This design comes from an exercise in tuning for small area, a short achievable clock period and few clock cycles on the open sky130 flow, not from production work. The RTL was checked by simulation tests, not by an equivalence proof against the original design. Power is estimated from default activity; no workload was simulated.

## flow/design.v

```verilog
package cache_pkg;
  localparam int DEF_WAYS        = 4;
  localparam int DEF_INDEX_SIZE  = 2;
  localparam int DEF_OFFSET_SIZE = 2;
  localparam int DEF_TAG_SIZE    = 4;
  localparam int DEF_DATA_SIZE   = 16;
endpackage
module cache_lru_ages #(
  parameter int WAYS  = 4,
  parameter int IDX_W = 2
) (
  input  logic                    CLK,
  input  logic                    RESET,
  input  logic [IDX_W-1:0]        set_idx,
  input  logic [WAYS-1:0]         valid_mask,
  input  logic                    touch,
  input  logic [$clog2(WAYS)-1:0] touch_way,
  output logic [$clog2(WAYS)-1:0] victim_way
);
  localparam int SETS = 1 << IDX_W;
  localparam int AW   = $clog2(WAYS);
  logic newer [SETS][WAYS][WAYS];
  always_ff @(posedge CLK or posedge RESET) begin
    if (RESET) begin
      for (int s = 0; s < SETS; s++)
        for (int i = 0; i < WAYS; i++)
          for (int j = i + 1; j < WAYS; j++)
            newer[s][i][j] <= 1'b1;
    end else if (touch) begin
      for (int s = 0; s < SETS; s++)
        if (IDX_W'(s) == set_idx)
          for (int i = 0; i < WAYS; i++)
            for (int j = i + 1; j < WAYS; j++) begin
              if (AW'(i) == touch_way) newer[s][i][j] <= 1'b1;
              else if (AW'(j) == touch_way) newer[s][i][j] <= 1'b0;
            end
    end
  end
  logic [WAYS-1:0] oldest;
  always_comb begin
    for (int w = 0; w < WAYS; w++) begin
      oldest[w] = 1'b1;
      for (int i = 0; i < WAYS; i++) begin
        if (i < w) oldest[w] = oldest[w] &  newer[set_idx][i][w];
        if (i > w) oldest[w] = oldest[w] & ~newer[set_idx][w][i];
      end
    end
  end
  always_comb begin
    victim_way = '0;
    for (int w = 0; w < WAYS; w++)
      if (oldest[w]) victim_way = AW'(w);
    for (int w = WAYS - 1; w >= 0; w--)
      if (!valid_mask[w]) victim_way = AW'(w);
  end
endmodule
module cache_memory_nway #(
  parameter int WAYS             = cache_pkg::DEF_WAYS,
  parameter int ADDR_INDEX_SIZE  = cache_pkg::DEF_INDEX_SIZE,
  parameter int ADDR_OFFSET_SIZE = cache_pkg::DEF_OFFSET_SIZE,
  parameter int ADDR_TAG_SIZE    = cache_pkg::DEF_TAG_SIZE,
  parameter int CPU_DATA_SIZE    = cache_pkg::DEF_DATA_SIZE
) (
  input  logic                                     CLK,
  input  logic                                     RESET,
  input  logic [ADDR_TAG_SIZE+ADDR_INDEX_SIZE+ADDR_OFFSET_SIZE-1:0] CPU_ADDR,
  input  logic                                     SIG_CPU_RD,
  input  logic                                     SIG_CPU_WR,
  input  logic [CPU_DATA_SIZE-1:0]                 CPU_OUT_DATA,
  input  logic [CPU_DATA_SIZE/8-1:0]               CPU_B_VAL,
  output logic [CPU_DATA_SIZE-1:0]                 CPU_IN_DATA,
  output logic                                     ACK,
  output logic [ADDR_TAG_SIZE+ADDR_INDEX_SIZE-1:0] RAM_ADDR,
  output logic                                     SIG_RAM_RD,
  output logic                                     SIG_RAM_WR,
  output logic [CPU_DATA_SIZE*(1<<ADDR_OFFSET_SIZE)-1:0] MI_IN_DATA,
  input  logic [CPU_DATA_SIZE*(1<<ADDR_OFFSET_SIZE)-1:0] MI_OUT_DATA,
  input  logic                                     MI_SIG_RAM_ACK,
  output logic [15:0]                              HIT_CNT,
  output logic [15:0]                              MISS_CNT
);
  localparam int TW     = ADDR_TAG_SIZE;
  localparam int IW     = ADDR_INDEX_SIZE;
  localparam int OW     = ADDR_OFFSET_SIZE;
  localparam int DW     = CPU_DATA_SIZE;
  localparam int SETS   = 1 << IW;
  localparam int WORDS  = 1 << OW;
  localparam int LINE_W = DW * WORDS;
  localparam int BE_W   = DW / 8;
  localparam int WAY_W  = $clog2(WAYS);
  logic [TW-1:0] req_tag;
  logic [IW-1:0] req_idx;
  logic [OW-1:0] req_off;
  assign {req_tag, req_idx, req_off} = CPU_ADDR;
  logic [TW-1:0]     tag_arr  [SETS][WAYS];
  logic [LINE_W-1:0] data_arr [SETS][WAYS];
  logic [WAYS-1:0]   valid_r  [SETS];
  logic [WAYS-1:0]   dirty_r  [SETS];
  logic             cpu_req, hit;
  logic [WAYS-1:0]  hit_vec;
  logic [WAY_W-1:0] hit_way, victim, touch_way;
  logic             vic_dirty, miss, refill_done, wback_done, touch;
  logic [LINE_W-1:0] way_line [WAYS];
  logic [DW-1:0]    way_word [WAYS];
  logic [DW-1:0]    hit_word, fill_word;
  assign cpu_req = SIG_CPU_RD || SIG_CPU_WR;
  always_comb begin
    hit_vec = '0;
    hit_way = '0;
    for (int w = 0; w < WAYS; w++) begin
      hit_vec[w] = valid_r[req_idx][w] && (tag_arr[req_idx][w] == req_tag);
      if (hit_vec[w]) hit_way = WAY_W'(w);
    end
  end
  assign hit = cpu_req && |hit_vec;
  cache_lru_ages #(
    .WAYS  (WAYS),
    .IDX_W (IW)
  ) u_lru (
    .CLK        (CLK),
    .RESET      (RESET),
    .set_idx    (req_idx),
    .valid_mask (valid_r[req_idx]),
    .touch      (touch),
    .touch_way  (touch_way),
    .victim_way (victim)
  );
  assign vic_dirty   = valid_r[req_idx][victim] && dirty_r[req_idx][victim];
  assign miss        = cpu_req && !(|hit_vec);
  assign wback_done  = miss && vic_dirty && MI_SIG_RAM_ACK;
  assign refill_done = miss && !vic_dirty && MI_SIG_RAM_ACK;
  assign touch       = hit || refill_done;
  assign touch_way   = hit ? hit_way : victim;
  always_comb begin
    for (int w = 0; w < WAYS; w++) begin
      way_line[w] = data_arr[req_idx][w];
      way_word[w] = way_line[w][req_off*DW +: DW];
    end
  end
  always_comb begin
    hit_word = '0;
    for (int w = 0; w < WAYS; w++)
      if (hit_vec[w]) hit_word = hit_word | way_word[w];
  end
  assign fill_word = MI_OUT_DATA[req_off*DW +: DW];
  logic [LINE_W-1:0] wdata;
  logic [LINE_W/8-1:0] wbyte;
  always_comb begin
    for (int k = 0; k < WORDS; k++)
      for (int b = 0; b < BE_W; b++) begin
        wbyte[k*BE_W + b] = SIG_CPU_WR && (OW'(k) == req_off) && CPU_B_VAL[b];
        wdata[(k*BE_W + b)*8 +: 8] = wbyte[k*BE_W + b] ? CPU_OUT_DATA[b*8 +: 8]
                                                        : MI_OUT_DATA[(k*BE_W + b)*8 +: 8];
      end
  end
  always_ff @(posedge CLK) begin
    for (int s = 0; s < SETS; s++)
      for (int w = 0; w < WAYS; w++)
        if ((IW'(s) == req_idx) && (WAY_W'(w) == touch_way)) begin
          for (int y = 0; y < LINE_W/8; y++)
            if (refill_done || (hit && wbyte[y]))
              data_arr[s][w][y*8 +: 8] <= wdata[y*8 +: 8];
          if (refill_done) tag_arr[s][w] <= req_tag;
        end
  end
  always_ff @(posedge CLK) begin
    if (touch && SIG_CPU_WR) dirty_r[req_idx][touch_way] <= 1'b1;
    else if (refill_done || wback_done) dirty_r[req_idx][victim] <= 1'b0;
  end
  always_ff @(posedge CLK or posedge RESET) begin
    if (RESET) begin
      for (int s = 0; s < SETS; s++) valid_r[s] <= '0;
    end else if (refill_done) begin
      valid_r[req_idx][victim] <= 1'b1;
    end
  end
  assign ACK         = hit || refill_done;
  assign CPU_IN_DATA = hit ? hit_word : fill_word;
  assign SIG_RAM_WR  = miss && vic_dirty;
  assign SIG_RAM_RD  = miss && !vic_dirty;
  assign RAM_ADDR    = vic_dirty ? {tag_arr[req_idx][victim], req_idx} : {req_tag, req_idx};
  assign MI_IN_DATA  = way_line[victim];
  logic [15:0] hit_cnt, miss_cnt;
  function automatic logic [15:0] sat_inc(input logic [15:0] v);
    sat_inc = (v == 16'hFFFF) ? v : v + 16'd1;
  endfunction
  always_ff @(posedge CLK or posedge RESET) begin
    if (RESET) begin
      hit_cnt  <= '0;
      miss_cnt <= '0;
    end else begin
      if (hit)         hit_cnt  <= sat_inc(hit_cnt);
      if (refill_done) miss_cnt <= sat_inc(miss_cnt);
    end
  end
  assign HIT_CNT  = hit_cnt;
  assign MISS_CNT = miss_cnt;
endmodule
```

## flow/run.sh

```bash
#!/bin/bash
# synth_recipe.tcl (not shown) runs the flow's synth.tcl, then flattens the netlist and writes it again
# the make line also repeats each setting of config.mk as NAME=value (left out here)
make -C /OpenROAD-flow-scripts/flow DESIGN_CONFIG=/design/flow/config.mk WORK_HOME=/design/flow/orfs CLKGATE_MAP_FILE= SYNTH_SCRIPT=/design/flow/synth_recipe.tcl finish
```

## flow/config.mk

```make
export PLATFORM = sky130hd
export DESIGN_NAME = cache_memory_nway
export DESIGN_NICKNAME = cache_memory_nway
export VERILOG_FILES = /design/flow/design.v
export SDC_FILE = /design/flow/constraint.sdc
export NUM_CORES = 4
export LEC_CHECK = 0
export CAP_MARGIN = 20
export CORE_MARGIN = 2
export CORE_UTILIZATION = 40
export SLEW_MARGIN = 20
```

## flow/constraint.sdc

```tcl
create_clock -name core_clock -period 6.5 [get_ports {CLK}]
set_input_delay 1.3000 -clock core_clock [delete_from_list [all_inputs] [get_ports {CLK}]]
set_output_delay 1.3000 -clock core_clock [all_outputs]
set_load 0.01 [all_outputs]
```

==> notes.md <==
[layout by cell type (no fill, tap or decap), types with 17 or more instances in the layout]
cell type	count
edfxtp_1	1104
mux4_2	370
buf_4	236
clkdlybuf4s50_1	211
nand2_1	194
nor3_1	124
clkbuf_16	121
mux2_2	91
and2_1	71
a211oi_1	68
a31oi_1	65
dfrtp_1	48
nor2_1	39
xnor2_1	33
nand3_1	32
o21ai_0	28
clkbuf_1	28
clkinv_1	26
dfstp_2	24
clkinv_2	21
nor3_2	20
nand4_1	17
a22o_1	17
[where the power goes]
group | total [mW] | internal, mW | leakage, nW | switching, mW
Clock | 6.64 | 3.71 | 1.82 | 2.94
Sequential | 9.27 | 9.06 | 10.8 | 0.212
Combinational | 8.22 | 3.14 | 6.65 | 5.08
[cells in the mapped netlist, types with 3 or more instances]
library cell	number
a221oi_1	16
nor2b_1	4
mux2_1	3
xnor2_1	33
nand4_1	17
o21ai_0	28
nand3_1	32
o211ai_1	15
and4_1	4
mux2i_1	4
buf_2	39
o21ai_1	6
buf_4	4
o2bb2ai_1	8
xor2_1	11
edfxtp_1	1104
buf_1	45
a21oi_1	17
nand2_1	194
a31o_2	13
inv_1	11
mux4_2	370
mux2_2	91
o2111ai_1	3
nor2_1	42
nor3b_1	7
nor3_1	142
clkbuf_1	102
dfrtp_1	48
and2_1	71
and3_1	14
ha_1	6
a22o_1	17
a31oi_1	65
o21bai_1	4
dfstp_2	24
a211oi_1	68
[sequential cells by signal (all words and copies together), names as in the netlist]
register     count
u_lru.newer     24
miss_cnt        16
dirty_r         16
valid_r         16
tag_arr         64
hit_cnt         16
data_arr      1024
[final timing paths]
| check | from | end | slack (ns) | cells past startpoint |
|---|---|---|---|---|
| worst max-delay path | CPU_ADDR[2] | MI_IN_DATA[52] | 0.23 | 10 |
| worst min-delay path | valid_r[2][3]$_DFFE_PP0P_ | valid_r[2][3]$_DFFE_PP0P_ | 0.47 | 1 |
| worst max register to register | u_lru.newer[55]$_DFFE_PP1P_ | data_arr[10][51]$_DFFE_PP_ | 2.07 | 12 |
| worst min register to register | valid_r[2][3]$_DFFE_PP0P_ | valid_r[2][3]$_DFFE_PP0P_ | 0.47 | 1 |
| max in group asynchronous | RESET | valid_r[1][2]$_DFFE_PP0P_ | 4.63 | 3 |
| min in group asynchronous | RESET | hit_cnt[8]$_DFFE_PP0P_ | 1.17 | 3 |
[metal layers]
layer	GRT usage (%)	wire length, um	up-vias
met5	0	27	-
met4	6.950	4571	4
met3	7.819	19040	261
met2	38.03	73970	1815
met1	33.97	64400	15823
li1	-	-	12027
[worst max-delay path, stage by stage]
cell,delay [ns]
buf_8,0.22
mux4_2,0.59
nor3b_1,0.50
o31a_2,0.28
buf_4,0.29
buf_4,0.30
nand2_1,0.12
a31oi_1,0.55
buf_4,0.22
clkdlybuf4s50_1,0.56
[cell type report]
cell class,instances,area (sq um)
Clock inverter,67,638.1
Multi-Input combinational cell,1336,14720
Antenna cell,2,5.005
Timing Repair Buffer,467,4263
Tap cell,1650,2064
Fill cell,10416,65420
Inverter,11,42.54
Clock buffer,148,3108
Sequential cell,1176,34980
[kinds of logic (layout without fill, tap and decap cells)]
kind of cell,after synthesis,after routing,synth area share (%)
other cells,0,2,0
mux,470,470,18.78
compound gates,277,277,3.993
buf+inv,204,693,1.680
simple gates,539,539,5.163
fa+ha+maj,6,6,0.1491
xor+xnor,44,44,0.7652
flops,1176,1176,69.47
[per-stage QoR]
stage               cell area, sq um  total power [mW]  instances  setup WS (ns)  hold WS [ns]
global route                   59820             24.88       4855        0.01825        0.4836
finish                         59830             24.14       4857         0.2250        0.4678
global placement               55920             17.41       4637        0.02563        0.4454
floorplan                      50360             12.82       2716         0.9745        0.4360
detailed placement             56010             17.50       4638        0.06871        0.4546
CTS                            59750             24.13       4853        0.06036        0.4676
==> impl_metrics.env <==
export IMPL_status="complete, no violations"
export IMPL_final_nets=3213
export IMPL_grt_pass1_wl_um=225900
export IMPL_drv_slew=0
export IMPL_die_y_um=358.8
export IMPL_rows=130
export IMPL_synth_top_cell_area_share_pct=65.83
export IMPL_ant_nets=0
export IMPL_avgSynthCellArea_sq_um=18.54
export IMPL_syn_nets=2817
export IMPL_grt_usage_pct=24.72
export IMPL_drive_gt1_share_pct=29.86
export IMPL_max_freq_ghz=0.1594
export IMPL_drt_iter0_drc=4246
export IMPL_grt_pass1_vias=29513
export IMPL_synth_cell_types=64
export IMPL_tightest_slew_ns=1.080
export IMPL_max_cap_viol_count=0
export IMPL_dieArea_sq_um=128800
export IMPL_synth_edf_count=1104
export IMPL_place_hpwl_um=114500
export IMPL_grt_overflow_total=0
export IMPL_num_vias=29930
export IMPL_cts_buffers=120
export IMPL_cp_start_kind="primary input"
export IMPL_htreeDepth=3
export IMPL_setup_tns_ns=0
export IMPL_ys_seq_elements=1176
export IMPL_antenna_found_initial=9
export IMPL_synth_ff_type="edfxtp_1"
export IMPL_post_drt_via_cell_ratio=6.162
export IMPL_wire_per_inst_um=33.36
export IMPL_ys_seq_area_share_pct=69.47
export IMPL_start_util_pct=40.21
export IMPL_syn_area_sq_um=50360
export IMPL_die_w_um=358.8
export IMPL_fin_crit_sh_pct=96.54
export IMPL_cts_setup_buffers=0
export IMPL_hold_buffers=0
export IMPL_core_sq_um=125200
export IMPL_ir_drop_mv=0.4017
export IMPL_crit_type="primary input to output port"
export IMPL_cp_end_kind="output port"
export IMPL_clock_skew_ns=0.05101
export IMPL_min_period_ns=6.275
export IMPL_hold_class="register to register"
export IMPL_leakagePower_nw=19.27
export IMPL_wl_um=162000
export IMPL_drc=0
export IMPL_gp_congestion=0.9552
export IMPL_crit_required_ns=5.20
export IMPL_async_flop_share_pct=6.122
export IMPL_port_buffers=215
export IMPL_synthTopCellsByArea="edfxtp_1 66%, mux4_2 17%, dfrtp_1 2.4%, mux2_2 2.0%, nand2_1 1.4%"
export IMPL_netlist_instances=2716
export IMPL_power_density_nw_per_um2=403.4
export IMPL_worstPathArrival_ns=4.97
export IMPL_clk_insertion_delay_late_ns=0.76
export IMPL_relSlewSlack_pct=28.02
export IMPL_crit_fanout=17
export IMPL_cts_tree="done"
export IMPL_final_util_pct=47.77
export IMPL_setup_viol=0
export IMPL_grt_max_degree=141
export IMPL_cts_resized=0
export IMPL_clockBufferDepth=3
export IMPL_cts_root_buf="clkbuf_16"
export IMPL_ioPinCount=216
export IMPL_hold_viol=0
export IMPL_yosysTopAreaCell="edfxtp_1"
export IMPL_rsz0062_at_grt="no"
export IMPL_syn_to_final_growth_pct=18.80
export IMPL_cts_sinks=1176
export IMPL_firstDrtPassIters=6
export IMPL_clk_pin_slew_worst_paths_ns=0.06
export IMPL_ys_warn_count=53
Testbench counts, summed over its fixed seeds: cycles 85,321.

## what the ideal ports hide
The flow's constraints put no driver on any port. The routed layout listed below was extracted and timed again, unchanged, in two steps.
Step 1: set_driving_cell puts a clkbuf_16 on CLK and a buf_2 on each other input, an assumption about the parent block.
Step 2 times the ports against the registers' clock, not the clock port: input delays grow and output delays shrink by t, the midpoint of the rising clock arrivals with the driver on.
Slacks: ideal ports / drivers / drivers and shift; pairs: ideal ports / drivers.
t, ns: 0.817
setup slack, ns: 0.225 / 0.144 / 0.144
hold WS [ns]: 0.468 / 0.468 / 0.468
latest minus earliest clock arrival (ns): 0.060 / 0.060
slew at the worst register clock pin (ns): 0.07 / 0.07
After both steps this run still meets setup and hold. The setup slack of this run moves by -0.081 ns with the drivers and by -0.081 ns with both steps.
